This is an optimization exercise on Yosys and OpenROAD, whose aim is small area, a short achievable clock period and few clock cycles, not a production implementation. In this exercise RTL edits were held to simulation tests only and were not proved equivalent to the original. Power is estimated from default activity; no workload was simulated.

<file path="flow/flow/run.sh">
#!/bin/bash
# The standard layout, with timing repair aimed at a 3.6 ns period instead of
# stopping once 5 ns of setup slack is left. Same clock, constraints and steps.
set -euo pipefail
bash standard.sh SETUP_SLACK_MARGIN=6.4 finish > standard_flow.log 2>&1
</file>
<file path="flow/standard.sh">
#!/bin/bash
# synth_recipe.tcl (not shown) runs the flow's synth.tcl, then flattens the netlist and writes it again
# the make line also repeats each setting of config.mk as NAME=value (left out here)
make -C /OpenROAD-flow-scripts/flow DESIGN_CONFIG=/design/flow/config.mk WORK_HOME=/design/flow/orfs CLKGATE_MAP_FILE= SYNTH_SCRIPT=/design/flow/synth_recipe.tcl "${@:-finish}"
</file>
<file path="flow/config.mk">
export PLATFORM = sky130hd
export DESIGN_NAME = sparcLsuTop
export DESIGN_NICKNAME = sparcLsuTop
export VERILOG_FILES = /design/flow/design.v
export SDC_FILE = /design/flow/constraint.sdc
export NUM_CORES = 4
export LEC_CHECK = 0
export CAP_MARGIN = 20
export CORE_MARGIN = 2
export CORE_UTILIZATION = 30
export CTS_CLUSTER_DIAMETER = 85
export CTS_CLUSTER_SIZE = 26
export GPL_ROUTABILITY_DRIVEN = 1
export PLACE_DENSITY = 0.4
export SLEW_MARGIN = 20
</file>
<file path="flow/constraint.sdc">
create_clock -name core_clock -period 10.0 [get_ports {Clk}]
set_input_delay 2.0000 -clock core_clock [delete_from_list [all_inputs] [get_ports {Clk}]]
set_output_delay 2.0000 -clock core_clock [all_outputs]
set_load 0.01 [all_outputs]
</file>
<file path="flow/design.v">
package sparcIsaPkg;
    localparam int OpLsb = 30;
    localparam int RdLsb = 25;
    localparam int Op2Lsb = 22;
    localparam int Op3Lsb = 19;
    localparam int Rs1Lsb = 14;
    localparam int IBit = 13;  
    localparam int Rs2Lsb = 0;
    localparam int RegAddrW = 5;
    localparam int Simm13W = 13;
    localparam int Imm22W = 22;
    localparam int SethiShift = 10;
    localparam logic [1:0] OpMem = 2'b11;
    localparam logic [1:0] OpFmt2 = 2'b00;  
    localparam logic [2:0] Op2Sethi = 3'b100;
    localparam logic [5:0] Op3Ldsb = 6'b001001;
    localparam logic [5:0] Op3Ldsh = 6'b001010;
    localparam logic [5:0] Op3Ld = 6'b000000;
    localparam logic [5:0] Op3Ldub = 6'b000001;
    localparam logic [5:0] Op3Lduh = 6'b000010;
    localparam logic [5:0] Op3Stb = 6'b000101;
    localparam logic [5:0] Op3Sth = 6'b000110;
    localparam logic [5:0] Op3St = 6'b000100;
    typedef enum logic [1:0] {
        SizeByte = 2'b00,
        SizeHalf = 2'b01,
        SizeWord = 2'b10
    } accessSizeT;
    typedef struct packed {
        logic memEnable;
        logic isStore;
        accessSizeT accessSize;
        logic signExtend;
        logic rfWrite;
        logic isSethi;
        logic illegal;
    } decodedCtrlT;
endpackage
package lsuCfgPkg;
    localparam int DataW = 32;
    localparam int NumRegs = 32;
    localparam int MemBytes = 512;
    localparam int MemAddrW = 9;
    localparam int ApbAddrW = 12;
    localparam logic [ApbAddrW-1:0] AddrInstr = 12'h000;
    localparam logic [ApbAddrW-1:0] AddrRegBase = 12'h080;  
    localparam logic [ApbAddrW-1:0] AddrRegLast = 12'h0FC;
endpackage
`timescale 1ns/1ps
module instrDecoder
(
    input  logic [lsuCfgPkg::DataW-1:0] instr,
    output logic                        isLoad,
    output logic                        isStore,
    output logic                        isSethi,
    output logic                        illegal,
    output sparcIsaPkg::accessSizeT     accessSize,
    output logic                        signExtend
);
    logic [1:0] op;
    logic [2:0] op2;
    logic [5:0] op3;
    assign op = instr[sparcIsaPkg::OpLsb +: 2];
    assign op2 = instr[sparcIsaPkg::Op2Lsb +: 3];
    assign op3 = instr[sparcIsaPkg::Op3Lsb +: 6];
    always_comb
    begin
        case (op3[1:0])
            2'b01: accessSize = sparcIsaPkg::SizeByte;
            2'b10: accessSize = sparcIsaPkg::SizeHalf;
            default: accessSize = sparcIsaPkg::SizeWord;
        endcase
    end
    assign signExtend = op3[3];
    always_comb
    begin
        isLoad = 1'b0;
        isStore = 1'b0;
        isSethi = 1'b0;
        illegal = 1'b0;
        case (op)
            sparcIsaPkg::OpFmt2:
            begin
                if (op2 == sparcIsaPkg::Op2Sethi)
                    isSethi = 1'b1;
                else if (instr != '0)
                    illegal = 1'b1;  
            end
            sparcIsaPkg::OpMem:
            begin
                case (op3)
                    sparcIsaPkg::Op3Ldsb, sparcIsaPkg::Op3Ldsh, sparcIsaPkg::Op3Ld,
                    sparcIsaPkg::Op3Ldub, sparcIsaPkg::Op3Lduh:
                        isLoad = 1'b1;
                    sparcIsaPkg::Op3Stb, sparcIsaPkg::Op3Sth, sparcIsaPkg::Op3St:
                        isStore = 1'b1;
                    default: illegal = 1'b1;
                endcase
            end
            default: illegal = 1'b1;  
        endcase
    end
endmodule
`timescale 1ns/1ps
module registerFile
(
    input  logic                             Clk,
    input  logic                             rst,
    input  logic [sparcIsaPkg::RegAddrW-1:0] rs1Addr,
    input  logic [sparcIsaPkg::RegAddrW-1:0] rs2Addr,
    input  logic [sparcIsaPkg::RegAddrW-1:0] portBAddr,
    input  logic                             wrEn,
    input  logic [sparcIsaPkg::RegAddrW-1:0] wrAddr,
    input  logic [lsuCfgPkg::DataW-1:0]      wrData,
    output logic [lsuCfgPkg::MemAddrW-1:0]   rs1Data,
    output logic [lsuCfgPkg::MemAddrW-1:0]   rs2Data,
    output logic [lsuCfgPkg::DataW-1:0]      portBData
);
    localparam int N = lsuCfgPkg::NumRegs;
    localparam int W = lsuCfgPkg::DataW;
    localparam int AW = lsuCfgPkg::MemAddrW;
    logic [N-1:1][W-1:0] regs;
    always_ff @(posedge Clk)
    begin
        for (int i = 1; i < N; i++)
            if (rst || (wrEn && wrAddr == i[sparcIsaPkg::RegAddrW-1:0]))
                regs[i] <= rst ? '0 : wrData;
    end
    always_comb
    begin
        rs1Data = '0;
        rs2Data = '0;
        portBData = '0;
        for (int i = 1; i < N; i++)
        begin
            rs1Data = rs1Data | ({AW{rs1Addr == i[sparcIsaPkg::RegAddrW-1:0]}} & regs[i][AW-1:0]);
            rs2Data = rs2Data | ({AW{rs2Addr == i[sparcIsaPkg::RegAddrW-1:0]}} & regs[i][AW-1:0]);
            portBData = portBData | ({W{portBAddr == i[sparcIsaPkg::RegAddrW-1:0]}} & regs[i]);
        end
    end
endmodule
`timescale 1ns/1ps
module dataMemory
(
    input  logic                             Clk,
    input  logic [7:0]                       pairHi,      
    input  logic [7:0]                       pairLo,      
    input  logic [lsuCfgPkg::MemAddrW-3:0]   rdWord,      
    output logic                             inSlot0,     
    output logic [lsuCfgPkg::DataW-1:0]      rdData,      
    input  logic                             stValid,     
    input  logic [lsuCfgPkg::MemAddrW-3:0]   stWord,
    input  logic [3:0]                       stByteEn,    
    input  logic [lsuCfgPkg::DataW-1:0]      stData,      
    output logic                             stDone       
);
    localparam int Pairs = lsuCfgPkg::MemBytes / 8;
    localparam int PW = lsuCfgPkg::MemAddrW - 3;
    logic phase;
    logic inv0;    
    logic inv1;    
    logic [lsuCfgPkg::DataW-1:0] stDataInv;
    logic [Pairs-1:0][31:0] slot0;
    logic [Pairs-1:0][31:0] slot1;
    logic [Pairs-1:0][31:0] slot1Next;
    logic [Pairs-1:0] pairSel;
    logic stPairWr;
    always_ff @(posedge Clk)
    begin
        phase <= !phase;
        inv0 <= inv1;
        inv1 <= !inv0;
    end
    assign stDataInv = stData ^ {lsuCfgPkg::DataW{!inv0}};
    assign stDone = stValid && (stWord[0] == phase);
    always_comb
        for (int k = 0; k < Pairs; k++)
            pairSel[k] = pairHi[k / 8] & pairLo[k % 8];
    always_comb
    begin
        for (int k = 0; k < Pairs; k++)
        begin
            stPairWr = stDone && pairSel[k];
            for (int j = 0; j < 4; j++)
                slot1Next[k][31 - 8 * j -: 8] = (stPairWr && stByteEn[j]) ?
                    stDataInv[31 - 8 * j -: 8] : ~slot0[k][31 - 8 * j -: 8];
        end
    end
    always_ff @(posedge Clk)
    begin
        slot0 <= slot1;
        slot1 <= slot1Next;
    end
    assign inSlot0 = (rdWord[0] == phase);
    always_comb
    begin
        rdData = '0;
        for (int k = 0; k < Pairs; k++)
        begin
            rdData = rdData | ({32{pairSel[k]}} & slot0[k]);
        end
        rdData = rdData ^ {lsuCfgPkg::DataW{inv0}};
    end
endmodule
`timescale 1ns/1ps
module apbCommandPort
(
    input  logic                             Clk,
    input  logic                             rst,
    input  logic                             psel,
    input  logic                             penable,
    input  logic                             pwrite,
    input  logic [lsuCfgPkg::ApbAddrW-1:0]   paddr,
    input  logic [lsuCfgPkg::DataW-1:0]      hostRdData,
    input  logic                             illegal,
    input  logic                             stallIssue,  
    input  logic                             midWrEn,     
    input  logic [sparcIsaPkg::RegAddrW-1:0] midWrAddr,
    input  logic                             lastWrEn,    
    input  logic [sparcIsaPkg::RegAddrW-1:0] lastWrAddr,
    input  logic [lsuCfgPkg::DataW-1:0]      lastWrData,
    output logic                             pready,
    output logic [lsuCfgPkg::DataW-1:0]      prdata,
    output logic                             pslverr,
    output logic [sparcIsaPkg::RegAddrW-1:0] hostRdAddr,
    output logic                             hostWr,      
    output logic                             instrIssue   
);
    logic setup;
    logic isInstr;
    logic isReg;
    logic readyQ;
    logic errQ;
    logic [lsuCfgPkg::DataW-1:0] prdataQ;
    assign setup = psel & ~penable;
    assign isInstr = (paddr == lsuCfgPkg::AddrInstr);
    assign isReg = (paddr[lsuCfgPkg::ApbAddrW-1:7] == 5'b00001) && (paddr[1:0] == 2'b00);
    assign hostRdAddr = paddr[2 +: sparcIsaPkg::RegAddrW];  
    assign hostWr = setup & pwrite & isReg;
    assign instrIssue = setup & pwrite & isInstr;
    always_ff @(posedge Clk)
    begin
        errQ <= pwrite ? !(isReg || (isInstr && !illegal)) : !isReg;
        readyQ <= !(psel && !pwrite && midWrEn && midWrAddr == hostRdAddr) && !stallIssue;
        prdataQ <= (lastWrEn && lastWrAddr == hostRdAddr) ? lastWrData : hostRdData;
    end
    assign pready = readyQ;
    assign pslverr = errQ;
    assign prdata = prdataQ;
endmodule
`timescale 1ns/1ps
module loadStoreExec
(
    input  logic                             Clk,
    input  logic                             rst,
    input  logic                             instrIssue,
    input  logic                             hostWr,
    input  logic [sparcIsaPkg::RegAddrW-1:0] hostWrAddr,
    input  logic [lsuCfgPkg::DataW-1:0]      pwdata,
    input  logic                             dLoad,
    input  logic                             dStore,
    input  logic                             dSethi,
    input  sparcIsaPkg::accessSizeT          dSize,
    input  logic                             dSignExt,
    input  logic [lsuCfgPkg::MemAddrW-1:0]   rs1Data,     
    input  logic [lsuCfgPkg::MemAddrW-1:0]   rs2Data,
    input  logic [lsuCfgPkg::DataW-1:0]      rdData,
    input  logic [lsuCfgPkg::DataW-1:0]      memRdData,   
    input  logic                             stDone,
    input  logic                             inSlot0,
    output logic                             stallIssue,  
    output logic [lsuCfgPkg::MemAddrW-3:0]   memRdWord,
    output logic [7:0]                       memPairHi,   
    output logic [7:0]                       memPairLo,   
    output logic                             stValid,
    output logic [lsuCfgPkg::MemAddrW-3:0]   stWord,
    output logic [3:0]                       stByteEn,
    output logic [lsuCfgPkg::DataW-1:0]      stData,
    output logic                             midWrEn,
    output logic [sparcIsaPkg::RegAddrW-1:0] midWrAddr,
    output logic                             rfWrEn,
    output logic [sparcIsaPkg::RegAddrW-1:0] rfWrAddr,
    output logic [lsuCfgPkg::DataW-1:0]      rfWrData
);
    localparam int AW = lsuCfgPkg::MemAddrW;
    localparam int RW = sparcIsaPkg::RegAddrW;
    localparam int DW = lsuCfgPkg::DataW;
    logic [AW-1:0] opAQ;   
    logic [AW-1:0] opBQ;   
    logic [DW-1:0] dataQ;  
    logic fwdAQ;           
    logic fwdBQ;
    logic fwdDQ;
    logic eWr;
    logic [RW-1:0] eWrAddr;
    logic eLoad;
    logic eStore;
    sparcIsaPkg::accessSizeT eSize;
    logic eSignExt;
    logic mWr;
    logic [RW-1:0] mWrAddr;
    logic mLoad;
    logic mStore;  
    logic [AW-1:0] mAddr;
    logic [7:0] mPairHi;
    logic [7:0] mPairLo;
    logic [3:0] mByteEn;
    logic [DW-1:0] mData;
    sparcIsaPkg::accessSizeT mSize;
    logic mSignExt;
    logic mDelay;  
    logic mSecond;  
    logic retryQ;  
    logic issue;
    logic instrXfer;
    logic wWr;
    logic [RW-1:0] wWrAddr;
    logic wLoad;
    logic [DW-1:0] wWord;
    logic [1:0] wLane;
    sparcIsaPkg::accessSizeT wSize;
    logic wSignExt;
    logic [RW-1:0] issueRd;
    logic [RW-1:0] rs1Idx;
    logic [RW-1:0] rs2Idx;
    logic [AW-1:0] rs1Val;
    logic [AW-1:0] rs2Val;
    logic [DW-1:0] rdVal;
    logic [AW-1:0] opA;
    logic [AW-1:0] opB;
    logic [AW-1:0] effAddr;
    logic [AW-1:0] alignedAddr;
    logic [3:0] byteEn;
    logic [DW-1:0] eData;
    logic eAny;
    logic [DW-1:0] wbData;
    logic [7:0] byteSel;
    logic [15:0] halfSel;
    logic mLate;   
    logic hit1M, hit1W, hit2M, hit2W, hitDM, hitDW;
    assign issueRd = hostWr ? hostWrAddr : pwdata[sparcIsaPkg::RdLsb +: RW];
    assign rs1Idx = pwdata[sparcIsaPkg::Rs1Lsb +: RW];
    assign rs2Idx = pwdata[sparcIsaPkg::Rs2Lsb +: RW];
    assign stallIssue = instrIssue && mDelay && mWr &&
        (rs1Idx == mWrAddr ||
         (!pwdata[sparcIsaPkg::IBit] && rs2Idx == mWrAddr) ||
         (dStore && issueRd == mWrAddr));
    assign issue = (instrIssue && !stallIssue) || retryQ;
    assign instrXfer = instrIssue || retryQ;  
    assign mLate = mLoad && !mDelay;
    assign hit1M = mWr && mWrAddr == rs1Idx;
    assign hit2M = mWr && mWrAddr == rs2Idx;
    assign hitDM = mWr && mWrAddr == issueRd;
    assign hit1W = wWr && wWrAddr == rs1Idx;
    assign hit2W = wWr && wWrAddr == rs2Idx;
    assign hitDW = wWr && wWrAddr == issueRd;
    assign rs1Val = (hit1M && !mLoad) ? mData[AW-1:0] : hit1W ? wbData[AW-1:0] : rs1Data;
    assign rs2Val = (hit2M && !mLoad) ? mData[AW-1:0] : hit2W ? wbData[AW-1:0] : rs2Data;
    assign rdVal = (hitDM && !mLoad) ? mData : hitDW ? wbData : rdData;
    always_ff @(posedge Clk)
    begin
        opAQ <= rs1Val;
        opBQ <= pwdata[sparcIsaPkg::IBit] ? pwdata[AW-1:0] : rs2Val;
        if (instrXfer && dStore)
            dataQ <= rdVal;
        else if (instrXfer && dSethi)
            dataQ <= {pwdata[sparcIsaPkg::Imm22W-1:0], {sparcIsaPkg::SethiShift{1'b0}}};
        else
            dataQ <= pwdata;
        fwdAQ <= hit1M && mLate;
        fwdBQ <= hit2M && mLate && !pwdata[sparcIsaPkg::IBit];
        fwdDQ <= hitDM && mLate && instrXfer && dStore;
        eWrAddr <= issueRd;
        eSize <= dSize;
        eSignExt <= dSignExt;
        if (rst)
        begin
            eWr <= 1'b0;
            eLoad <= 1'b0;
            eStore <= 1'b0;
            retryQ <= 1'b0;
        end
        else
        begin
            eWr <= (hostWr || (issue && (dLoad || dSethi))) && issueRd != '0;
            eLoad <= issue && dLoad;
            eStore <= issue && dStore;
            retryQ <= stallIssue;
        end
    end
    assign opA = fwdAQ ? wbData[AW-1:0] : opAQ;
    assign opB = fwdBQ ? wbData[AW-1:0] : opBQ;
    assign eData = fwdDQ ? wbData : dataQ;
    always_comb
    begin
        logic [AW-1:0] g;
        logic [AW-1:0] p;
        logic [AW-1:0] gn;
        logic [AW-1:0] pn;
        g = opA & opB;
        p = opA ^ opB;
        for (int d = 1; d < AW; d = d * 2)
        begin
            gn = g;
            pn = p;
            for (int i = d; i < AW; i++)
            begin
                gn[i] = g[i] | (p[i] & g[i - d]);
                pn[i] = p[i] & p[i - d];
            end
            g = gn;
            p = pn;
        end
        effAddr = (opA ^ opB) ^ {g[AW-2:0], 1'b0};
    end
    assign eAny = eWr || eLoad || eStore;
    always_comb
    begin
        alignedAddr = effAddr;
        if (eSize == sparcIsaPkg::SizeHalf)
            alignedAddr[0] = 1'b0;
        else if (eSize == sparcIsaPkg::SizeWord)
            alignedAddr[1:0] = 2'b00;
        case (eSize)
            sparcIsaPkg::SizeByte: byteEn = 4'b0001 << effAddr[1:0];
            sparcIsaPkg::SizeHalf: byteEn = effAddr[1] ? 4'b1100 : 4'b0011;
            default: byteEn = 4'b1111;
        endcase
    end
    assign mDelay = mLoad && !mSecond;
    always_ff @(posedge Clk)
    begin
        if (rst)
        begin
            mWr <= 1'b0;
            mLoad <= 1'b0;
        end
        else if (!mDelay)
        begin
            mWr <= eWr;
            mLoad <= eLoad;
        end
        mSecond <= mDelay && !rst;
        if (eStore)
            mStore <= 1'b1;
        else if (stDone)
            mStore <= 1'b0;
        if (eAny)
        begin
            mAddr <= alignedAddr;
            mPairHi <= 8'b00000001 << alignedAddr[AW-1:AW-3];
            mPairLo <= 8'b00000001 << alignedAddr[AW-4:3];
            mByteEn <= byteEn;
            mData <= eData;
            mSize <= eSize;
        end
        if (!mDelay)
        begin
            mWrAddr <= eWrAddr;
            mSignExt <= eSignExt;
        end
    end
    assign memRdWord = mAddr[AW-1:2];
    assign memPairHi = mPairHi;
    assign memPairLo = mPairLo;
    assign stValid = mStore;
    assign stWord = mAddr[AW-1:2];
    assign stByteEn = mByteEn;
    always_comb
    begin
        case (mSize)
            sparcIsaPkg::SizeByte: stData = {4{mData[7:0]}};
            sparcIsaPkg::SizeHalf: stData = {2{mData[15:0]}};
            default: stData = mData;
        endcase
    end
    assign midWrEn = mWr;
    assign midWrAddr = mWrAddr;
    always_ff @(posedge Clk)
    begin
        if (rst)
        begin
            wWr <= 1'b0;
            wLoad <= 1'b0;
        end
        else
        begin
            wWr <= mWr && !mDelay;
            wLoad <= mLoad && !mDelay;
        end
        wWrAddr <= mWrAddr;
        if (mLoad ? inSlot0 : 1'b1)
            wWord <= mLoad ? memRdData : mData;
        wLane <= mAddr[1:0];
        wSize <= mSize;
        wSignExt <= mSignExt;
    end
    always_comb
    begin
        case (wLane)
            2'b00: byteSel = wWord[31:24];
            2'b01: byteSel = wWord[23:16];
            2'b10: byteSel = wWord[15:8];
            default: byteSel = wWord[7:0];
        endcase
        halfSel = wLane[1] ? wWord[15:0] : wWord[31:16];
        if (!wLoad)
            wbData = wWord;
        else
        begin
            case (wSize)
                sparcIsaPkg::SizeByte:
                    wbData = {{(DW - 8){wSignExt & byteSel[7]}}, byteSel};
                sparcIsaPkg::SizeHalf:
                    wbData = {{(DW - 16){wSignExt & halfSel[15]}}, halfSel};
                default:
                    wbData = wWord;
            endcase
        end
    end
    assign rfWrEn = wWr;
    assign rfWrAddr = wWrAddr;
    assign rfWrData = wbData;
endmodule
`timescale 1ns/1ps
module sparcLsuTop
(
    input  logic                           Clk,
    input  logic                           rst,
    input  logic                           psel,
    input  logic                           penable,
    input  logic                           pwrite,
    input  logic [lsuCfgPkg::ApbAddrW-1:0] paddr,
    input  logic [lsuCfgPkg::DataW-1:0]    pwdata,
    output logic                           pready,
    output logic                           pslverr,
    output logic [lsuCfgPkg::DataW-1:0]    prdata
);
    logic [sparcIsaPkg::RegAddrW-1:0] hostRdAddr;
    logic [lsuCfgPkg::DataW-1:0] hostRdData;
    logic hostWr;
    logic instrIssue;
    logic dLoad;
    logic dStore;
    logic dSethi;
    logic dIllegal;
    sparcIsaPkg::accessSizeT dSize;
    logic dSignExt;
    logic [lsuCfgPkg::MemAddrW-1:0] rs1Data;
    logic [lsuCfgPkg::MemAddrW-1:0] rs2Data;
    logic [lsuCfgPkg::DataW-1:0] rdData;
    logic [sparcIsaPkg::RegAddrW-1:0] portBAddr;
    logic [lsuCfgPkg::DataW-1:0] portBData;
    logic midWrEn;
    logic [sparcIsaPkg::RegAddrW-1:0] midWrAddr;
    logic rfWrEn;
    logic [sparcIsaPkg::RegAddrW-1:0] rfWrAddr;
    logic [lsuCfgPkg::DataW-1:0] rfWrData;
    logic [lsuCfgPkg::MemAddrW-3:0] memRdWord;
    logic [7:0] memPairHi;
    logic [7:0] memPairLo;
    logic [lsuCfgPkg::DataW-1:0] memRdData;
    logic stValid;
    logic [lsuCfgPkg::MemAddrW-3:0] stWord;
    logic [3:0] stByteEn;
    logic [lsuCfgPkg::DataW-1:0] stData;
    logic stDone;
    logic inSlot0;
    logic stallIssue;
    apbCommandPort u_apb
    (
        .Clk(Clk), .rst(rst), .psel(psel), .penable(penable), .pwrite(pwrite),
        .paddr(paddr), .hostRdData(hostRdData), .illegal(dIllegal), .stallIssue(stallIssue),
        .midWrEn(midWrEn), .midWrAddr(midWrAddr),
        .lastWrEn(rfWrEn), .lastWrAddr(rfWrAddr), .lastWrData(rfWrData),
        .pready(pready), .prdata(prdata), .pslverr(pslverr),
        .hostRdAddr(hostRdAddr), .hostWr(hostWr), .instrIssue(instrIssue)
    );
    instrDecoder u_decoder
    (
        .instr(pwdata), .isLoad(dLoad), .isStore(dStore), .isSethi(dSethi),
        .illegal(dIllegal), .accessSize(dSize), .signExtend(dSignExt)
    );
    loadStoreExec u_exec
    (
        .Clk(Clk), .rst(rst), .instrIssue(instrIssue), .hostWr(hostWr),
        .hostWrAddr(hostRdAddr), .pwdata(pwdata), .dLoad(dLoad), .dStore(dStore),
        .dSethi(dSethi), .dSize(dSize), .dSignExt(dSignExt),
        .rs1Data(rs1Data), .rs2Data(rs2Data), .rdData(rdData), .memRdData(memRdData),
        .stDone(stDone), .inSlot0(inSlot0), .stallIssue(stallIssue), .memRdWord(memRdWord), .memPairHi(memPairHi), .memPairLo(memPairLo),
        .stValid(stValid), .stWord(stWord), .stByteEn(stByteEn), .stData(stData),
        .midWrEn(midWrEn), .midWrAddr(midWrAddr),
        .rfWrEn(rfWrEn), .rfWrAddr(rfWrAddr), .rfWrData(rfWrData)
    );
    assign portBAddr = pwrite ? pwdata[sparcIsaPkg::RdLsb +: sparcIsaPkg::RegAddrW] : hostRdAddr;
    assign rdData = portBData;
    assign hostRdData = portBData;
    registerFile u_regFile
    (
        .Clk(Clk), .rst(rst), .rs1Addr(pwdata[sparcIsaPkg::Rs1Lsb +: sparcIsaPkg::RegAddrW]),
        .rs2Addr(pwdata[sparcIsaPkg::Rs2Lsb +: sparcIsaPkg::RegAddrW]), .portBAddr(portBAddr), .wrEn(rfWrEn), .wrAddr(rfWrAddr), .wrData(rfWrData),
        .rs1Data(rs1Data), .rs2Data(rs2Data), .portBData(portBData)
    );
    dataMemory u_dataMem
    (
        .Clk(Clk), .pairHi(memPairHi), .pairLo(memPairLo), .rdWord(memRdWord), .inSlot0(inSlot0), .rdData(memRdData), .stValid(stValid),
        .stWord(stWord), .stByteEn(stByteEn), .stData(stData), .stDone(stDone)
    );
endmodule
</file>
==> out/metrics.yaml, run 1 <==
synth_top_cell_area_share_pct: 50.0
grt-busiest-layer: "met2"
worstPathArrival_ns: 4.74
synthTopCellsByArea: "dfxtp_1 50%, edfxtp_1 19%, a21oi_1 6.4%"
cts_root_buf: "clkbuf_16"
cp-end-kind: "flip-flop"
grt_max_degree: 73
leakage_uw: 0.0752
p_seq_share_pct: 59.9
ys_warn_count: 5
worstSetupPathType: "in -> reg"
tightest_slew_ns: 1.23
critPathMaxFanout: 8
routedWlPerCell_um: 37.6
multi_input_area_sq_um: 53000
port_buffers: 82
global_route.usage.met2_pct: 42.7
yosys.area.top_type: "dfxtp_1"
final-max-slew-violation-count: 0
async_reset_ff_share_pct: 0
skew_ns: 0.0981
dpl.cell_count: 21600
fin_util_pct: 36.0
clock-sinks: 5301
cts_tree: "done"
vdd_drop_max_v: 0.000121
syn-num-nets: 14700
die-area_sq_um: 568000
grt_pass1_wl_um: 1110000
switching_share_pct: 24.6
detail_route.drc_violations: 0
drt_iter0_markers: 18000
netSwitchingPower_uw: 9210
power.internal_uw: 28200
syn_inst: 14600
avgSynthCellArea_sq_um: 11.5
syn_area_sq_um: 169000
grt_use_total_pct: 28.6
whs_ns: 0.288
vias_per_cell: 5.60
initial_core_util_pct: 30.1
synth.distinct_cells: 95
register_area_sq_um: 117000
fin_crit_sh_pct: 38.4
postCtsHoldBufs: 0
overflow: 0
fin_cells: 22600
clkPwrFrac_pct: 35.7
drtAntennaViolNets: 0
grtUsageMet1_pct: 42.0
maxSlewHeadroom_pct: 18.0
drive_gt1_share_pct: 16.8
grt_antenna_before_repair: 83
cts_buffers: 274
fin_tns_setup_ns: 0
cp_slowest_stage_delay_ns: 0.59
period_minus_slack_ns: 3.84
combPwrFrac_pct: 4.3
power_density_nw_per_um2: 186
worstPathRequired_ns: 10.90
max_freq_mhz: 260
met3_usage_pct: 4.62
syn_to_final_growth_pct: 19.5
nets: 15100
finalSetupViolCount: 0
outcome: "finished clean"
wl_um: 851000
rsz0062_at_grt: "true"
synth-edff-count: 1087
grt_pass1_vias: 115000
hold_path_class: "reg -> reg"
clk_latency_ns: 1.02
drt_first_pass_iters: 10
power_uw: 37400
ios: 83
drv_cap: 0
setup.worst_path.start_class: "input pin"
rows: 275
via_count: 127000
fillers: 54700
place_hpwl_um: 539000
worstPathCellList: "buf_16 -> buf_16 -> buf_8 -> and3b_2 -> buf_12 -> o22ai_4 -> buf_12 -> o2111ai_4 -> or4b_4 -> or4_4 -> o21ai_4 -> o21ai_1"
die_x_um: 754
core-area_sq_um: 561000
synth-seq-cells: 5301
hold_viol_final: 0
ys.flop_type: "dfxtp_1"
yosysSeqAreaShare_pct: 69.4
htreeDepth: 5
clockBufferDepth: 4
gp_congestion: 0.990
die_h_um: 754
clk_pin_slew_ns: 0.10
slowest_stage: "or4b_4"
-- flip-flops by register name, summed over array words and instances (netlist names), 5 cells and up --
register	count
u_exec.mPairHi	8
u_exec.mPairLo	8
u_regFile.regs	992
u_exec.mWrAddr	5
u_apb.prdataQ	32
u_exec.wWrAddr	5
u_exec.opBQ	9
u_exec.dataQ	32
u_exec.mData	32
u_exec.opAQ	9
u_dataMem.slot1	2048
u_exec.wWord	32
u_dataMem.slot0	2048
u_exec.eWrAddr	5
-- cells by family after synthesis --
kind of cell | share of synthesized area (%)
AO/OA/AOI/OAI | 16.7
XOR/XNOR | 0.498
buffers and inverters | 2.80
AND/OR/NAND/NOR | 9.64
flip-flops | 69.4
multiplexers | 0.897
adder cells (fa/ha/maj) | 0.123
-- repair_timing --
item,in CTS,in global routing
pin swaps,241,218
setup endpoints to repair,431,291
buffers inserted,438,165
gates resized for setup,1225,402
cloned,41,15
-- layer usage --
layer | vias to the layer above | wire length, um
met1 | 65100 | 387000
met5 | - | 236
met3 | 1229 | 69100
li1 | 53800 | -
met4 | 20 | 32400
met2 | 6665 | 362000
-- stage by stage --
step	instance area (sq um)	setup WS (ns)
CTS	198000	6.15
global placement	179000	3.33
finish	202000	6.16
detailed placement	180000	3.61
global route	202000	6.17
floorplan	170000	5.76
-- cells in the mapped netlist (18+ instances only) --
cell          n
xor2_1       19
mux2i_1      68
o211ai_1     29
buf_1       138
o2111a_1     18
buf_4        18
nor4_1       80
a221oi_1    547
a32oi_1      20
o21ai_0      92
a22o_1      580
a31oi_1      21
a21oi_1    2166
nor3_1       49
a222oi_1     58
dfxtp_1    4214
and4_1       18
edfxtp_1   1087
nand3_1     309
buf_2        96
mux2_2       68
o2111ai_1    51
nor2_1     2225
o22ai_1      25
nand4_1     244
o221ai_1    184
inv_1       104
clkbuf_1    835
and2_1       84
nor2b_1      28
nand2_1     422
and3_1       48
xnor2_1      77
a22oi_1     289
-- cell usage in the layout, fill, tap and decap left out, types with 58 or more instances in the layout --
| master | instances |
|---|---|
| dfxtp_1 | 4172 |
| a21oi_1 | 2155 |
| nor2_1 | 2148 |
| edfxtp_1 | 1087 |
| buf_4 | 725 |
| a22o_1 | 565 |
| a221oi_1 | 396 |
| nand2_1 | 364 |
| clkbuf_16 | 300 |
| nand3_1 | 297 |
| a22oi_1 | 254 |
| nand4_1 | 244 |
| buf_12 | 157 |
| buf_6 | 151 |
| o221ai_1 | 150 |
| a221oi_2 | 115 |
| inv_1 | 103 |
| and2_4 | 71 |
| a222oi_1 | 58 |
-- power by group through the flow --
stage	clock, uW	sequential [uW]	combinational (uW)
6_report	13400	22400	1630
2_1_floorplan	0	22600	539
5_1_grt	14300	22400	1640
4_1_cts	13600	22400	1460
3_3_place_gp	0	22900	1210
3_5_place_dp	0	22900	1200
-- worst max-delay path, delay by kind of cell --
kind	cells	cell delay, ns
and+or+nand+nor	3	1.35
buffers and inverters	5	0.74
AOI/OAI and AO/OA	4	0.58
-- final timing paths --
kind / endpoint / depth (start not counted) / start / slack (ns)
worst min-delay path: u_dataMem.slot0[30]$_DFF_P_ / 0 / u_dataMem.slot1[30]$_DFF_P_ / 0.29
worst max register to register: u_exec.wWord[19]$_DFFE_PP_ / 10 / u_exec.mPairHi[3]$_SDFFCE_PP0P_ / 6.20
worst max-delay path: u_exec.dataQ[5]$_DFF_P_ / 12 / pwrite / 6.16
worst min register to register: u_dataMem.slot0[30]$_DFF_P_ / 0 / u_dataMem.slot1[30]$_DFF_P_ / 0.29
-- final cells by class --
type / count / share of cell area (%)
sequential: 5301 / 58.1
multi-input combinational: 8149 / 26.3
timing repair buffer: 1178 / 6.45
tap: 7479 / 4.64
clock buffer: 302 / 3.58
clock inverter: 109 / 0.720
inverter: 105 / 0.195
antenna: 18 / 0.0223
Testbench counts, summed over its fixed seeds: cycles 12,890.
==> run 2, diff against run 1 <==
--- a/flow/config.mk
+++ b/flow/config.mk
@@ -9,7 +9,7 @@
 export CORE_MARGIN = 2
-export CORE_UTILIZATION = 30
-export CTS_CLUSTER_DIAMETER = 85
-export CTS_CLUSTER_SIZE = 26
+export CORE_UTILIZATION = 35
+export CTS_CLUSTER_DIAMETER = 70
+export CTS_CLUSTER_SIZE = 22
 export GPL_ROUTABILITY_DRIVEN = 1
-export PLACE_DENSITY = 0.4
+export PLACE_DENSITY = 0.45
 export SLEW_MARGIN = 20
==> run 2 against run 1 <==
Against the previous run:
- still clean on timing, DRC and antenna
- final area rose by 1.2%
- clock skew down 0.046 ns
- clock-buffer cell count is 87 higher
- critical path depth up 2
- flip-flop and latch count is the same
- highest routed layer unchanged
==> out/metrics.yaml, run 2 <==
async_reset_ff_share_pct: 0
nets: 15200
rows: 254
fin_tns_setup_ns: 0
grt_pass1_wl_um: 1060000
gp_congestion: 0.990
final-max-slew-violation-count: 0
syn_area_sq_um: 169000
regToRegSetupSlack_ns: 6.26
synthTopCellsByArea: "dfxtp_1 50%, edfxtp_1 19%, a21oi_1 6.4%"
grt_pass1_vias: 115000
worstSetupPathType: "in -> reg"
rsz0062_at_grt: "true"
postCtsHoldBufs: 0
placed_area_sq_um: 178000
ys_warn_count: 5
outcome: "finished clean"
drt_first_pass_iters: 10
syn_inst: 14600
clk_pin_slew_ns: 0.09
design_area_sq_um: 204000
clock-sinks: 5301
die-area_sq_um: 488000
die_h_um: 698
setup.worst_path.start_class: "input pin"
max_freq_mhz: 257
htreeDepth: 5
tightest_slew_ns: 1.21
synth-seq-cells: 5301
critPathMaxFanout: 6
clkPwrFrac_pct: 40.3
clockBufferDepth: 4
combPwrFrac_pct: 4.0
die_x_um: 698
vdd_drop_max_v: 0.000136
power_density_nw_per_um2: 197
yosys.area.top_type: "dfxtp_1"
core-area_sq_um: 479000
grt_antenna_before_repair: 71
layout_commonest_cell: "dfxtp_1"
r2r_start: "u_exec.mPairLo[5]$_SDFFCE_PN0P_"
min_path_cells: 0
clk_latency_ns: 1.04
synth.distinct_cells: 95
yosysSeqAreaShare_pct: 69.4
grt_max_degree: 65
period_minus_slack_ns: 3.88
ios: 83
place_hpwl_um: 493000
yosys-top-cells-count: "4,214 x dfxtp_1, 2,225 x nor2_1, 2,166 x a21oi_1"
worstPathRequired_ns: 10.90
netSwitchingPower_uw: 9900
wl_um: 809000
vias_per_cell: 5.85
via_count: 128000
drtAntennaViolNets: 0
largest_registers: "u_dataMem.slot0 x2048, u_dataMem.slot1 x2048, u_regFile.regs x992"
maxSlewHeadroom_pct: 18.8
hold_path_class: "reg -> reg"
switching_share_pct: 24.6
drive_gt1_share_pct: 17.9
grt_use_total_pct: 31.5
synth-edff-count: 1087
syn_to_final_growth_pct: 21.0
cp-end-kind: "flip-flop"
detail_route.drc_violations: 0
r2r-end: "u_exec.wWord[19]$_DFFE_PP_"
overflow: 0
cts_buffers: 354
startpoint: "pwdata[26]"
drv_cap: 0
yosysMostFrequentCell: "dfxtp_1"
syn-num-nets: 14700
finalSetupViolCount: 0
drt_iter0_markers: 18800
initial_core_util_pct: 35.2
hold_viol_final: 0
cts_tree: "done"
fin_crit_sh_pct: 38.8
p_seq_share_pct: 55.7
cts_root_buf: "clkbuf_16"
power.internal_uw: 30300
worstPathArrival_ns: 4.79
crit_end: "u_exec.dataQ[19]$_DFF_P_"
port_buffers: 82
routedWlPerCell_um: 37.1
layout_common_cells: "4,173 x dfxtp_1, 2,159 x nor2_1, 2,154 x a21oi_1, 1,087 x edfxtp_1, 722 x buf_4"
avgSynthCellArea_sq_um: 11.5
leakage_uw: 0.0772
synth_top_cell_area_share_pct: 50.0
skew_ns: 0.0523
rr_worst_depth: 10
ys.flop_type: "dfxtp_1"
==> run 2: worst min path at each step <==
stage,startpoint,endpoint,slack [ns]
floorplan,u_dataMem.inv1$_DFF_P_,u_dataMem.inv0$_DFF_P_,0.31
global placement,u_dataMem.slot1[1846]$_DFF_P_,u_dataMem.slot0[1846]$_DFF_P_,0.31
detailed placement,u_dataMem.slot1[0]$_DFF_P_,u_dataMem.slot0[0]$_DFF_P_,0.31
CTS,u_dataMem.slot1[104]$_DFF_P_,u_dataMem.slot0[104]$_DFF_P_,0.30
global route,u_dataMem.slot1[286]$_DFF_P_,u_dataMem.slot0[286]$_DFF_P_,0.31
finish,u_dataMem.slot1[1074]$_DFF_P_,u_dataMem.slot0[1074]$_DFF_P_,0.31
==> run 2: metrics by stage <==
step	setup slack, ns	util [%]	hold slack [ns]	total power (uW)	instances
2_1_floorplan	5.76	-	0.310	23100	14600
3_3_place_gp	3.61	37.1	0.309	24000	20400
3_5_place_dp	3.59	37.1	0.312	24000	20400
4_1_cts	6.16	41.6	0.305	40200	21500
5_1_grt	6.13	42.6	0.307	41200	21800
6_report	6.12	42.6	0.306	40200	21800
==> run 2: cells by family after synthesis <==
group           synth area share, %
xor+xnor                      0.498
fa+ha+maj                     0.123
buf+inv                        2.80
simple gates                   9.64
mux                           0.897
flops                          69.4
compound gates                 16.7
==> run 2: layout make-up <==
type                            count  area (sq um)
Sequential cell                  5301        117000
Timing Repair Buffer             1204         13400
Clock inverter                    229          3050
Multi-Input combinational cell   8150         52800
Antenna cell                       23          57.6
Inverter                          105           394
Fill cell                       44800        275000
Tap cell                         6400          8010
Clock buffer                      389          9180
==> run 2: critical path, stage by stage <==
cell and delay (ns):
buf_16 0.11, buf_12 0.15, buf_16 0.15, buf_4 0.15
nand3b_4 0.11, buf_6 0.12, a22oi_2 0.09, buf_6 0.13
a222oi_1 0.66, nor4bb_2 0.35, buf_4 0.22, and3_4 0.29
mux2_4 0.17, o21ai_1 0.05
==> run 2: per-layer routing <==
metal	global-route usage, %	up-vias	share of wire [%]
li1	-	54200	-
met1	44.4	64200	43
met2	46.7	7464	42
met3	7.05	1681	9.9
met4	12.6	48	4.9
met5	0	-	0.059
==> run 2: power groups by stage <==
stage	Sequential [uW]	Clock, uW	Combinational, uW
2_1_floorplan	22600	0	539
3_3_place_gp	22900	0	1160
3_5_place_dp	22900	0	1160
4_1_cts	22400	16400	1430
5_1_grt	22400	17100	1640
6_report	22400	16200	1620
==> run 2: repair_timing <==
| item | in CTS | in global routing |
|---|---|---|
| resized for setup | 1136 | 486 |
| endpoints found under the setup margin | 332 | 407 |
| pin swaps | 224 | 245 |
| setup buffers | 441 | 202 |
| gates cloned | 46 | 25 |
==> run 3, diff against run 2 <==
==> flow/flow/run.sh (replaced) <==
#!/bin/bash
# The standard layout, with timing repair aimed at a 3.4 ns period instead of
# stopping once 5 ns of setup slack is left. Same clock, constraints and steps.
set -euo pipefail
bash standard.sh SETUP_SLACK_MARGIN=6.6 finish > standard_flow.log 2>&1
--- a/flow/config.mk
+++ b/flow/config.mk
@@ -9,3 +9,3 @@
 export CORE_MARGIN = 2
-export CORE_UTILIZATION = 35
+export CORE_UTILIZATION = 30
 export CTS_CLUSTER_DIAMETER = 70
@@ -13,3 +13,3 @@
 export GPL_ROUTABILITY_DRIVEN = 1
-export PLACE_DENSITY = 0.45
+export PLACE_DENSITY = 0.4
 export SLEW_MARGIN = 20
==> run 3 against run 2 <==
Against the previous run:
- maximum frequency grew 1.9%
- routed wire length up 9.1%
- sequential share of layout area decreased by 2.8 points
- highest routed layer unchanged
- cell count is 7.0% higher
- utilization down 4.3 points
- largest cell class unchanged
- non-clock buffer count rose by 349
- synthesized cell count did not move
==> out/metrics.yaml, run 3 <==
outcome: "finished clean"
slowest_stage: "or4_4"
largest_registers: "u_dataMem.slot0 x2048, u_dataMem.slot1 x2048, u_regFile.regs x992"
cp_slowest_stage_delay_ns: 0.55
via_count: 130000
min_path_cells: 0
postCtsHoldBufs: 0
synthTopCellsByArea: "dfxtp_1 50%, edfxtp_1 19%, a21oi_1 6.4%"
setup.worst_path.start_class: "input pin"
yosys.area.top_type: "dfxtp_1"
yosysMostFrequentCell: "dfxtp_1"
regToRegSetupSlack_ns: 6.20
clk_latency_ns: 1.07
fillers: 53700
syn-num-nets: 14700
synth.distinct_cells: 95
worstPathRequired_ns: 10.87
worstSetupPathType: "in -> reg"
fin_tns_setup_ns: 0
die_x_um: 754
layout_common_cells: "4,174 x dfxtp_1, 2,137 x a21oi_1, 2,132 x nor2_1, 1,087 x edfxtp_1, 851 x buf_4"
fin_util_pct: 38.2
syn_area_sq_um: 169000
syn_inst: 14600
detail_route.drc_violations: 0
whs_endpoint: "u_dataMem.slot0[1544]$_DFF_P_"
avgSynthCellArea_sq_um: 11.5
cts_root_buf: "clkbuf_16"
grt_antenna_before_repair: 65
syn_to_final_growth_pct: 27.1
hold_viol_final: 0
place_hpwl_um: 543000
gp_congestion: 0.953
maxSlewHeadroom_pct: 18.9
clockBufferDepth: 4
die-area_sq_um: 568000
core-area_sq_um: 561000
layout_commonest_cell: "dfxtp_1"
die_h_um: 754
port_buffers: 82
overflow: 0
rows: 275
yosysSeqAreaShare_pct: 69.4
ios: 83
grt_pass1_wl_um: 1150000
holdCritStartpoint: "u_dataMem.slot1[1544]$_DFF_P_"
fin_crit_sh_pct: 38.1
worstPathCellList: "buf_12 -> buf_12 -> buf_4 -> or3b_4 -> a22oi_2 -> buf_8 -> a222oi_1 -> or4b_4 -> or4_4 -> o2111ai_2 -> nand2_1"
cts_buffers: 392
cp_top_family: "simple AND/OR/NAND/NOR gates"
clock-sinks: 5301
worstPathArrival_ns: 4.68
fin_cells: 23300
leakage_uw: 0.0811
nets: 15600
finalSetupViolCount: 0
cpMostUsedCell: "buf_12"
final-max-slew-violation-count: 0
period_minus_slack_ns: 3.81
crit_buf_inv: 4
wl_um: 882000
vdd_drop_max_v: 0.000138
synth_top_cell_area_share_pct: 50.0
drive_gt1_share_pct: 22.7
drt_first_pass_iters: 7
skew_ns: 0.0872
hold_path_class: "reg -> reg"
tightest_slew_ns: 1.22
synth-edff-count: 1087
critPathMaxFanout: 15
async_reset_ff_share_pct: 0
vias_per_cell: 5.58
r2r-end: "u_exec.wWord[22]$_DFFE_PP_"
dpl.cell_count: 21500
r2r_start: "u_exec.mPairHi[7]$_SDFFCE_PN0P_"
grt_pass1_vias: 119000
power_density_nw_per_um2: 193
rsz0062_at_grt: "true"
routedWlPerCell_um: 37.8
drv_cap: 0
htreeDepth: 5
drtAntennaViolNets: 0
clk_pin_slew_ns: 0.07
ys_warn_count: 5
grt_use_total_pct: 29.6
cts_tree: "done"
cp-end-kind: "flip-flop"
initial_core_util_pct: 30.1
grt_max_degree: 65
yosys-top-cells-count: "4,214 x dfxtp_1, 2,225 x nor2_1, 2,166 x a21oi_1"
drt_iter0_markers: 18100
rr_worst_depth: 10
ys.flop_type: "dfxtp_1"
synth-seq-cells: 5301
max_freq_mhz: 262
==> run 3: cell counts after synthesis <==
No cell type changed its count.
==> run 3: worst max path at each step <==
stage / startpoint / endpoint / slack (ns) / cells after the start
6_report: paddr[4] / u_exec.dataQ[10]$_DFF_P_ / 6.19 / 11
5_1_grt: u_apb.prdataQ[28]$_DFF_P_ / prdata[28] / 6.17 / 1
4_1_cts: u_apb.prdataQ[28]$_DFF_P_ / prdata[28] / 6.09 / 1
3_5_place_dp: pwdata[26] / u_exec.dataQ[9]$_DFF_P_ / 3.16 / 9
3_3_place_gp: pwdata[25] / u_exec.dataQ[9]$_DFF_P_ / 3.30 / 9
2_1_floorplan: pwrite / u_exec.dataQ[5]$_DFF_P_ / 5.76 / 10
==> run 3: report_power, final <==
group	internal, uW	switching [uW]
Clock	8240	8990
Sequential	22000	403
Combinational	650	1140
==> run 3: layout make-up <==
cell class,instances,area [sq um],area share (%)
Clock buffer,434,10200,4.78
Clock inverter,286,3270,1.53
Tap cell,7479,9360,4.36
Sequential cell,5301,117000,54.6
Antenna cell,12,30.0,0.0140
Inverter,105,394,0.184
Multi-Input combinational cell,8152,55800,26.0
Timing Repair Buffer,1553,18200,8.47
==> run 3: logic make-up after synthesis <==
kind of cell	Yosys count	share of synthesized area (%)
XOR/XNOR	96	0.498
AND/OR/NAND/NOR	3663	9.64
flip-flops	5301	69.4
buffers and inverters	1198	2.80
multiplexers	139	0.897
adder cells (fa/ha/maj)	16	0.123
AO/OA/AOI/OAI	4221	16.7
==> run 3: repair_timing <==
action,4_1_cts,5_1_grt
cloned,79,12
setup endpoints to repair,1692,650
pin swaps,445,351
buffers inserted,738,227
resized for setup,1922,560
==> run 3: worst register-to-register path, stage by stage, from the launching register on <==
cell and delay [ns]:
edfxtp_1 0.45, buf_4 0.18, buf_4 0.12, and2_4 0.20
buf_4 0.21, a22o_1 0.21, a221oi_4 0.34, nand4_1 0.62
nor4_4 0.74, xnor2_1 0.15, mux2_4 0.28
==> run 3: stage by stage <==
step | instance area (sq um) | hold slack, ns | total power, uW | worst slack [ns]
2_1_floorplan | 170000 | 0.310 | 23200 | 5.76
3_3_place_gp | 180000 | 0.309 | 24100 | 3.30
3_5_place_dp | 180000 | 0.312 | 24100 | 3.16
4_1_cts | 209000 | 0.250 | 41500 | 6.09
5_1_grt | 214000 | 0.263 | 42500 | 6.17
6_report | 214000 | 0.288 | 41500 | 6.19
==> run 3: per-layer routing <==
metal  global-route usage (%)  share of wire [%]
met3                     5.33                8.5
met2                     43.5                 42
met1                     43.0                 45
met4                     11.5                4.8
met5                        0              0.028
==> run 4, diff against run 3 <==
--- a/flow/design.v
+++ b/flow/design.v
@@ -111,4 +111,3 @@
     input  logic [sparcIsaPkg::RegAddrW-1:0] portBAddr,
-    input  logic                             wrEn,
-    input  logic [sparcIsaPkg::RegAddrW-1:0] wrAddr,
+    input  logic [lsuCfgPkg::NumRegs-1:1]    wrHot,       
     input  logic [lsuCfgPkg::DataW-1:0]      wrData,
@@ -125,3 +124,3 @@
         for (int i = 1; i < N; i++)
-            if (rst || (wrEn && wrAddr == i[sparcIsaPkg::RegAddrW-1:0]))
+            if (rst || wrHot[i])
                 regs[i] <= rst ? '0 : wrData;
@@ -280,2 +279,3 @@
     output logic [sparcIsaPkg::RegAddrW-1:0] midWrAddr,
+    output logic [lsuCfgPkg::NumRegs-1:1]    rfWrHot,     
     output logic                             rfWrEn,
@@ -316,2 +316,3 @@
     logic wWr;
+    logic [lsuCfgPkg::NumRegs-1:1] wWrHot;
     logic [RW-1:0] wWrAddr;
@@ -483,2 +484,3 @@
             wWr <= 1'b0;
+            wWrHot <= '0;
             wLoad <= 1'b0;
@@ -488,2 +490,4 @@
             wWr <= mWr && !mDelay;
+            for (int i = 1; i < lsuCfgPkg::NumRegs; i++)
+                wWrHot[i] <= mWr && !mDelay && mWrAddr == i[RW-1:0];
             wLoad <= mLoad && !mDelay;
@@ -521,2 +525,3 @@
     assign rfWrEn = wWr;
+    assign rfWrHot = wWrHot;
     assign rfWrAddr = wWrAddr;
@@ -556,2 +561,3 @@
     logic rfWrEn;
+    logic [lsuCfgPkg::NumRegs-1:1] rfWrHot;
     logic [sparcIsaPkg::RegAddrW-1:0] rfWrAddr;
@@ -592,3 +598,3 @@
         .midWrEn(midWrEn), .midWrAddr(midWrAddr),
-        .rfWrEn(rfWrEn), .rfWrAddr(rfWrAddr), .rfWrData(rfWrData)
+        .rfWrEn(rfWrEn), .rfWrHot(rfWrHot), .rfWrAddr(rfWrAddr), .rfWrData(rfWrData)
     );
@@ -600,3 +606,3 @@
         .Clk(Clk), .rst(rst), .rs1Addr(pwdata[sparcIsaPkg::Rs1Lsb +: sparcIsaPkg::RegAddrW]),
-        .rs2Addr(pwdata[sparcIsaPkg::Rs2Lsb +: sparcIsaPkg::RegAddrW]), .portBAddr(portBAddr), .wrEn(rfWrEn), .wrAddr(rfWrAddr), .wrData(rfWrData),
+        .rs2Addr(pwdata[sparcIsaPkg::Rs2Lsb +: sparcIsaPkg::RegAddrW]), .portBAddr(portBAddr), .wrHot(rfWrHot), .wrData(rfWrData),
         .rs1Data(rs1Data), .rs2Data(rs2Data), .portBData(portBData)
==> flow/flow/run.sh (replaced) <==
#!/bin/bash
# The standard layout, with timing repair aimed at a 3.7 ns period instead of
# stopping once 5 ns of setup slack is left. Same clock, constraints and steps.
set -euo pipefail
bash standard.sh SETUP_SLACK_MARGIN=6.3 finish > standard_flow.log 2>&1
--- a/flow/config.mk
+++ b/flow/config.mk
@@ -10,4 +10,4 @@
 export CORE_UTILIZATION = 30
-export CTS_CLUSTER_DIAMETER = 70
-export CTS_CLUSTER_SIZE = 22
+export CTS_CLUSTER_DIAMETER = 85
+export CTS_CLUSTER_SIZE = 26
 export GPL_ROUTABILITY_DRIVEN = 1
==> run 4 against run 3 <==
Against the previous run:
- maximum frequency decreased by 2.2%
- combinational power down 18%
- critical path depth is 2 lower
- clock-buffer cell count shrank 121
- hold slack gained 0.0074 ns
- first-iteration DRC count fell by 0.12%
- non-clock buffer count down 522
- synthesized cell count is 0.33% higher
- die area up 0.14%
- critical path type is now reg -> reg
- largest cell class unchanged
==> out/metrics.yaml, run 4 <==
cts_root_buf: "clkbuf_16"
outcome: "finished clean"
rsz0062_at_grt: "true"
cts_buffers: 275
drt_first_pass_iters: 7
worstSetupPathType: "reg -> reg"
rows: 275
clk_latency_ns: 1.00
cts_tree: "done"
layout_common_cells: "4,205 x dfxtp_1, 2,212 x nor2_1, 2,202 x a21oi_1, 1,087 x edfxtp_1, 667 x buf_4"
period_minus_slack_ns: 3.90
die_h_um: 754
vdd_drop_max_v: 0.000137
fin_tns_setup_ns: 0
syn-num-nets: 14700
drt_iter0_markers: 18000
initial_core_util_pct: 30.1
drive_gt1_share_pct: 15.1
synth-seq-cells: 5332
hold_viol_final: 0
ios: 83
detail_route.drc_violations: 0
max_freq_mhz: 257
grt_pass1_vias: 114000
postCtsHoldBufs: 0
worstPathRequired_ns: 10.73
wl_um: 854000
clockBufferDepth: 4
layout_commonest_cell: "dfxtp_1"
skew_ns: 0.0832
yosysMostFrequentCell: "dfxtp_1"
die-area_sq_um: 569000
synth-edff-count: 1087
core-area_sq_um: 561000
power_density_nw_per_um2: 188
maxSlewHeadroom_pct: 15.5
largest_registers: "u_dataMem.slot0 x2048, u_dataMem.slot1 x2048, u_regFile.regs x992"
setup.worst_path.start_class: "flip-flop"
via_count: 126000
final-max-slew-violation-count: 0
yosys-top-cells-count: "4,245 x dfxtp_1, 2,256 x nor2_1, 2,212 x a21oi_1"
routedWlPerCell_um: 37.8
die_x_um: 754
grt_antenna_before_repair: 97
grt_pass1_wl_um: 1110000
avgSynthCellArea_sq_um: 11.5
yosys.area.top_type: "dfxtp_1"
cp-end-kind: "flip-flop"
gp_congestion: 0.972
tightest_slew_ns: 1.26
syn_area_sq_um: 169000
grt_use_total_pct: 28.6
nets: 15000
fin_crit_sh_pct: 39.0
async_reset_ff_share_pct: 0
vias_per_cell: 5.59
ys_warn_count: 5
syn_inst: 14700
fin_util_pct: 35.5
fin_cells: 22600
dpl.cell_count: 21600
synthTopCellsByArea: "dfxtp_1 50%, edfxtp_1 19%, a21oi_1 6.6%"
synth_top_cell_area_share_pct: 50.3
hold_path_class: "reg -> reg"
power_uw: 37400
grt_max_degree: 71
clock-sinks: 5332
yosysSeqAreaShare_pct: 69.6
synth.distinct_cells: 90
overflow: 0
syn_to_final_growth_pct: 17.7
drv_cap: 0
ys.flop_type: "dfxtp_1"
place_hpwl_um: 534000
finalSetupViolCount: 0
port_buffers: 82
critPathMaxFanout: 17
drtAntennaViolNets: 0
clk_pin_slew_ns: 0.10
worstPathArrival_ns: 4.63
leakage_uw: 0.0743
htreeDepth: 5
run 4: changes by cell type after synthesis, sizes merged, moves of 31 or more:
cell / change
a21oi: +46
a222oi: -33
a22oi: +37
buf: -42
clkbuf: +41
dfxtp: +31
nand2: -38
nand3: +49
nor2: +31
run 4: cell type report:
class / instances / area [sq um]
antenna: 24 / 60.1
tap: 7479 / 9360
clock buffer: 313 / 7360
sequential: 5332 / 118000
inverter: 98 / 368
fill: 55200 / 362000
multi-input combinational: 8186 / 51600
clock inverter: 100 / 1290
timing repair buffer: 1031 / 11100
run 4: report_power, final:
part / internal (uW) / leakage [uW] / total [uW] / switching, uW
Sequential: 22200 / 0.0475 / 22500 / 368
Clock: 5710 / 0.00419 / 13400 / 7720
Combinational: 453 / 0.0225 / 1470 / 1020
Total: 28300 / 0.0743 / 37400 / 9110
run 4: worst paths after layout:
path                                                 startpoint                      endpoint  slack [ns]  cells past startpoint
worst min register to register     u_dataMem.slot1[599]$_DFF_P_  u_dataMem.slot0[599]$_DFF_P_        0.30                      0
worst max register to register  u_exec.mPairHi[4]$_SDFFCE_PN0P_    u_exec.wWord[25]$_DFFE_PP_        6.10                      9
worst max-delay path            u_exec.mPairHi[4]$_SDFFCE_PN0P_    u_exec.wWord[25]$_DFFE_PP_        6.10                      9
worst min-delay path               u_dataMem.slot1[599]$_DFF_P_  u_dataMem.slot0[599]$_DFF_P_        0.30                      0
run 4: logic make-up after synthesis:
kind of cell / Yosys count / share of synthesized area, %
adder cells (fa/ha/maj): 16 / 0.123
AND/OR/NAND/NOR: 3710 / 9.70
flip-flops: 5332 / 69.6
XOR/XNOR: 104 / 0.539
AO/OA/AOI/OAI: 4211 / 16.5
multiplexers: 119 / 0.765
buffers and inverters: 1190 / 2.72
run 4: through the flow:
| stage | hold WS (ns) | area (sq um) | setup WS (ns) |
|---|---|---|---|
| floorplan | 0.310 | 170000 | 5.78 |
| global placement | 0.309 | 180000 | 3.68 |
| detailed placement | 0.312 | 180000 | 3.60 |
| CTS | 0.293 | 196000 | 6.16 |
| global route | 0.292 | 199000 | 6.10 |
| finish | 0.295 | 199000 | 6.10 |
run 4: layer usage:
| metal | track usage, % | vias up | routed length, um |
|---|---|---|---|
| met5 | 0 | - | 150 |
| met4 | 9.05 | 22 | 33200 |
| met3 | 4.86 | 1220 | 69300 |
| met2 | 41.9 | 6474 | 357000 |
| met1 | 42.6 | 64800 | 394000 |
| li1 | - | 53600 | - |
run 4: critical path, stage by stage (launching register included):
cell      delay [ns]
edfxtp_1        0.54
buf_6           0.18
and2_4          0.14
buf_12          0.17
a22o_1          0.27
a221oi_2        0.48
nand4_1         0.36
nor4_4          0.91
xnor2_2         0.18
mux2_4          0.30
run 4: what timing repair did:
item | CTS | global route
resized for setup | 992 | 288
pin swaps | 191 | 152
setup endpoints to repair | 243 | 580
gates cloned | 55 | 10
buffers inserted | 378 | 116
Testbench counts of run 4, summed over its fixed seeds: cycles 12,890.
==> run 5, diff against run 4 <==
--- a/flow/config.mk
+++ b/flow/config.mk
@@ -7,3 +7,3 @@
 export LEC_CHECK = 0
-export CAP_MARGIN = 20
+export CAP_MARGIN = 10
 export CORE_MARGIN = 2
@@ -14,2 +14,2 @@
 export PLACE_DENSITY = 0.4
-export SLEW_MARGIN = 20
+export SLEW_MARGIN = 10
==> run 5 against run 4 <==
Against the previous run:
- still clean on timing, DRC and antenna
- register-to-register slack improved by 0.06 ns
- flip-flop and latch count did not move
- clock skew rose by 0.014 ns
==> out/metrics.yaml, run 5 <==
drv_cap: 0
largest_registers: "u_dataMem.slot0 x2048, u_dataMem.slot1 x2048, u_regFile.regs x992"
clk_latency_ns: 1.02
period_minus_slack_ns: 3.88
drive_gt1_share_pct: 15.0
port_buffers: 82
r2r-end: "u_dataMem.slot1[207]$_DFF_P_"
cp-end-kind: "flip-flop"
htreeDepth: 5
die-area_sq_um: 569000
synth-simple-area-share_pct: 9.70
worstPathRequired_ns: 10.86
setup.worst_path.start_class: "input pin"
ys_warn_count: 5
fillers: 55000
nets: 15000
grt_pass1_vias: 113000
fin_crit_sh_pct: 38.8
layout_common_cells: "4,205 x dfxtp_1, 2,211 x nor2_1, 2,205 x a21oi_1, 1,087 x edfxtp_1, 663 x buf_4"
ios: 83
fin_cells: 22600
via_count: 126000
r2r_start: "u_exec.mAddr[2]$_DFFE_PP_"
synth-xor-area-share_pct: 0.539
min_path_cells: 0
vias_per_cell: 5.58
hold_viol_final: 0
grt_pass1_wl_um: 1100000
wl_um: 849000
skew_ns: 0.0969
routedWlPerCell_um: 37.6
grt_use_total_pct: 28.4
maxSlewHeadroom_pct: 16.2
drt_iter0_markers: 17500
synth_mux_area_share_pct: 0.765
worstSetupPathType: "in -> reg"
drtAntennaViolNets: 0
rsz0062_at_grt: "true"
yosysSeqAreaShare_pct: 69.6
overflow: 0
grt_max_degree: 71
synth_top_family_by_area: "compound AO/OA/AOI/OAI gates"
die_x_um: 754
yosys-top-cells-count: "4,245 x dfxtp_1, 2,256 x nor2_1, 2,212 x a21oi_1"
finalSetupViolCount: 0
avgSynthCellArea_sq_um: 11.5
rows: 275
whs_endpoint: "u_dataMem.slot0[875]$_DFF_P_"
core-area_sq_um: 561000
max_freq_mhz: 258
yosysMostFrequentCell: "dfxtp_1"
clk_pin_slew_ns: 0.11
place_hpwl_um: 534000
cts_buffers: 274
syn_to_final_growth_pct: 17.7
synthTopCellsByArea: "dfxtp_1 50%, edfxtp_1 19%, a21oi_1 6.6%"
worstPathArrival_ns: 4.74
ys.flop_type: "dfxtp_1"
synth_compound_gate_area_share_pct: 16.5
async_reset_ff_share_pct: 0
fin_tns_setup_ns: 0
gp_congestion: 0.972
yosys.area.top_type: "dfxtp_1"
regToRegSetupSlack_ns: 6.16
tightest_slew_ns: 1.26
critPathMaxFanout: 16
clockBufferDepth: 4
cts_tree: "done"
synth_top_cell_area_share_pct: 50.3
holdCritStartpoint: "u_dataMem.slot1[875]$_DFF_P_"
dpl.cell_count: 21600
grt_antenna_before_repair: 102
drt_first_pass_iters: 9
clock-sinks: 5332
rr_worst_depth: 9
synthAdderAreaFrac_pct: 0.123
leakage_uw: 0.0742
hold_path_class: "reg -> reg"
synth.distinct_cells: 90
syn_area_sq_um: 169000
vdd_drop_max_v: 0.000153
syn_inst: 14700
power_density_nw_per_um2: 187
power_uw: 37300
detail_route.drc_violations: 0
layout_commonest_cell: "dfxtp_1"
synth-seq-cells: 5332
initial_core_util_pct: 30.1
syn-num-nets: 14700
cts_root_buf: "clkbuf_16"
synth-edff-count: 1087
die_h_um: 754
final-max-slew-violation-count: 0
outcome: "finished clean"
## run 5: cell count changes in the layout (fill, tap and decap cells not counted), sizes merged, moves of 3 or more
cell         previous run  this run
dlygate4sd2             6         3
clkbuf                325       320
clkinv                 29        40
inv                   148       151
clkinvlp               13         8
bufinv                  8         4
## run 5: how the worst max path moves through the flow
| stage | start | endpoint | slack, ns | cells after the start |
|---|---|---|---|---|
| after floorplan | paddr[8] | u_exec.dataQ[22]$_DFF_P_ | 5.78 | 10 |
| after global placement | pwdata[26] | u_exec.dataQ[13]$_DFF_P_ | 3.68 | 10 |
| after detailed placement | pwdata[26] | u_exec.dataQ[15]$_DFF_P_ | 3.63 | 10 |
| after CTS | u_exec.mPairHi[4]$_SDFFCE_PN0P_ | u_exec.wWord[16]$_DFFE_PP_ | 6.10 | 9 |
| after global routing | u_exec.mAddr[2]$_DFFE_PP_ | u_dataMem.slot1[1448]$_DFF_P_ | 6.13 | 8 |
| final | pwdata[24] | u_exec.dataQ[12]$_DFF_P_ | 6.12 | 6 |
## run 5: power by group
| group | total (uW) | switching [uW] | internal, uW | leakage, uW |
|---|---|---|---|---|
| sequential | 22500 | 371 | 22200 | 0.0475 |
| combinational | 1470 | 1020 | 451 | 0.0225 |
| clock | 13200 | 7720 | 5520 | 0.00413 |
| total | 37300 | 9110 | 28100 | 0.0742 |
## run 5: cells by family after synthesis
group                    count (synthesis)
flip-flops                            5332
buffers and inverters                 1190
adder cells (fa/ha/maj)                 16
AND/OR/NAND/NOR                       3710
AO/OA/AOI/OAI                         4211
multiplexers                           119
XOR/XNOR                               104
## run 5: area by class of cell
type	instances	area (sq um)	share of cell area [%]
Antenna cell	26	65.1	0.0327
Sequential cell	5332	118000	59.2
Clock inverter	105	1230	0.620
Inverter	98	368	0.185
Clock buffer	307	7230	3.64
Tap cell	7479	9360	4.71
Timing Repair Buffer	1028	11100	5.58
Multi-Input combinational cell	8188	51700	26.0
## run 5: critical path, stage by stage
cell and delay [ns]:
clkdlybuf4s50_1 0.92, nand3_1 0.28, o21bai_1 0.24, buf_4 0.22, a211oi_1 0.93, o22ai_1 0.13
## run 5: per-layer routing
layer	global-route usage [%]	share of wire [%]	vias to the layer above
met4	9.26	4.0	34
met5	0	0.025	-
met1	42.1	46	64500
met3	4.90	8.1	1221
li1	-	-	53600
met2	41.9	42	6528
## run 5: timing repair
action	CTS	global route
gates cloned	47	11
endpoints found under the setup margin	291	534
buffers inserted	346	157
hold endpoints to repair	0	0
resized for setup	982	347
hold buffers	0	0
pin swaps	169	170
## run 5: per-stage QoR
step / worst slack (ns) / area (sq um) / hold WS, ns / util, %
after floorplan: 5.78 / 170000 / 0.310 / -
after global placement: 3.68 / 180000 / 0.309 / 32.0
after detailed placement: 3.63 / 180000 / 0.312 / 32.0
after CTS: 6.10 / 196000 / 0.285 / 34.9
after global routing: 6.13 / 199000 / 0.285 / 35.4
final: 6.12 / 199000 / 0.276 / 35.5

re-timing with driven ports:
No port has a modelled driver above. Below, the same layouts with a new extraction and two added sets of constraints. Step 1: set_driving_cell puts a clkbuf_16 on Clk and a buf_2 on each other input, an assumption about the parent block. Step 2 also shifts input and output timing later by t, the mid clock arrival at the registers, as if the neighbouring blocks saw the same clock. Three values: ideal ports, drivers, drivers and shift; two values: the first two.
| run | t, ns | slack for setup (ns) | cell pins on the clock port's net |
|---|---|---|---|
| run 1 | 1.114 | 6.158 / 6.059 / 4.945 | 1 |
| run 2 | 1.148 | 6.116 / 5.867 / 4.718 | 1 |
| run 3 | 1.155 | 6.190 / 5.978 / 4.823 | 1 |
| run 4 | 1.103 | 6.104 / 6.104 / 5.027 | 1 |
| run 5 | 1.102 | 6.119 / 6.143 / 5.042 | 1 |
After both steps every run listed still meets setup and hold. For run 2, which loses most, drivers alone change the setup slack by -0.249 ns; drivers and shift together by -1.398 ns.
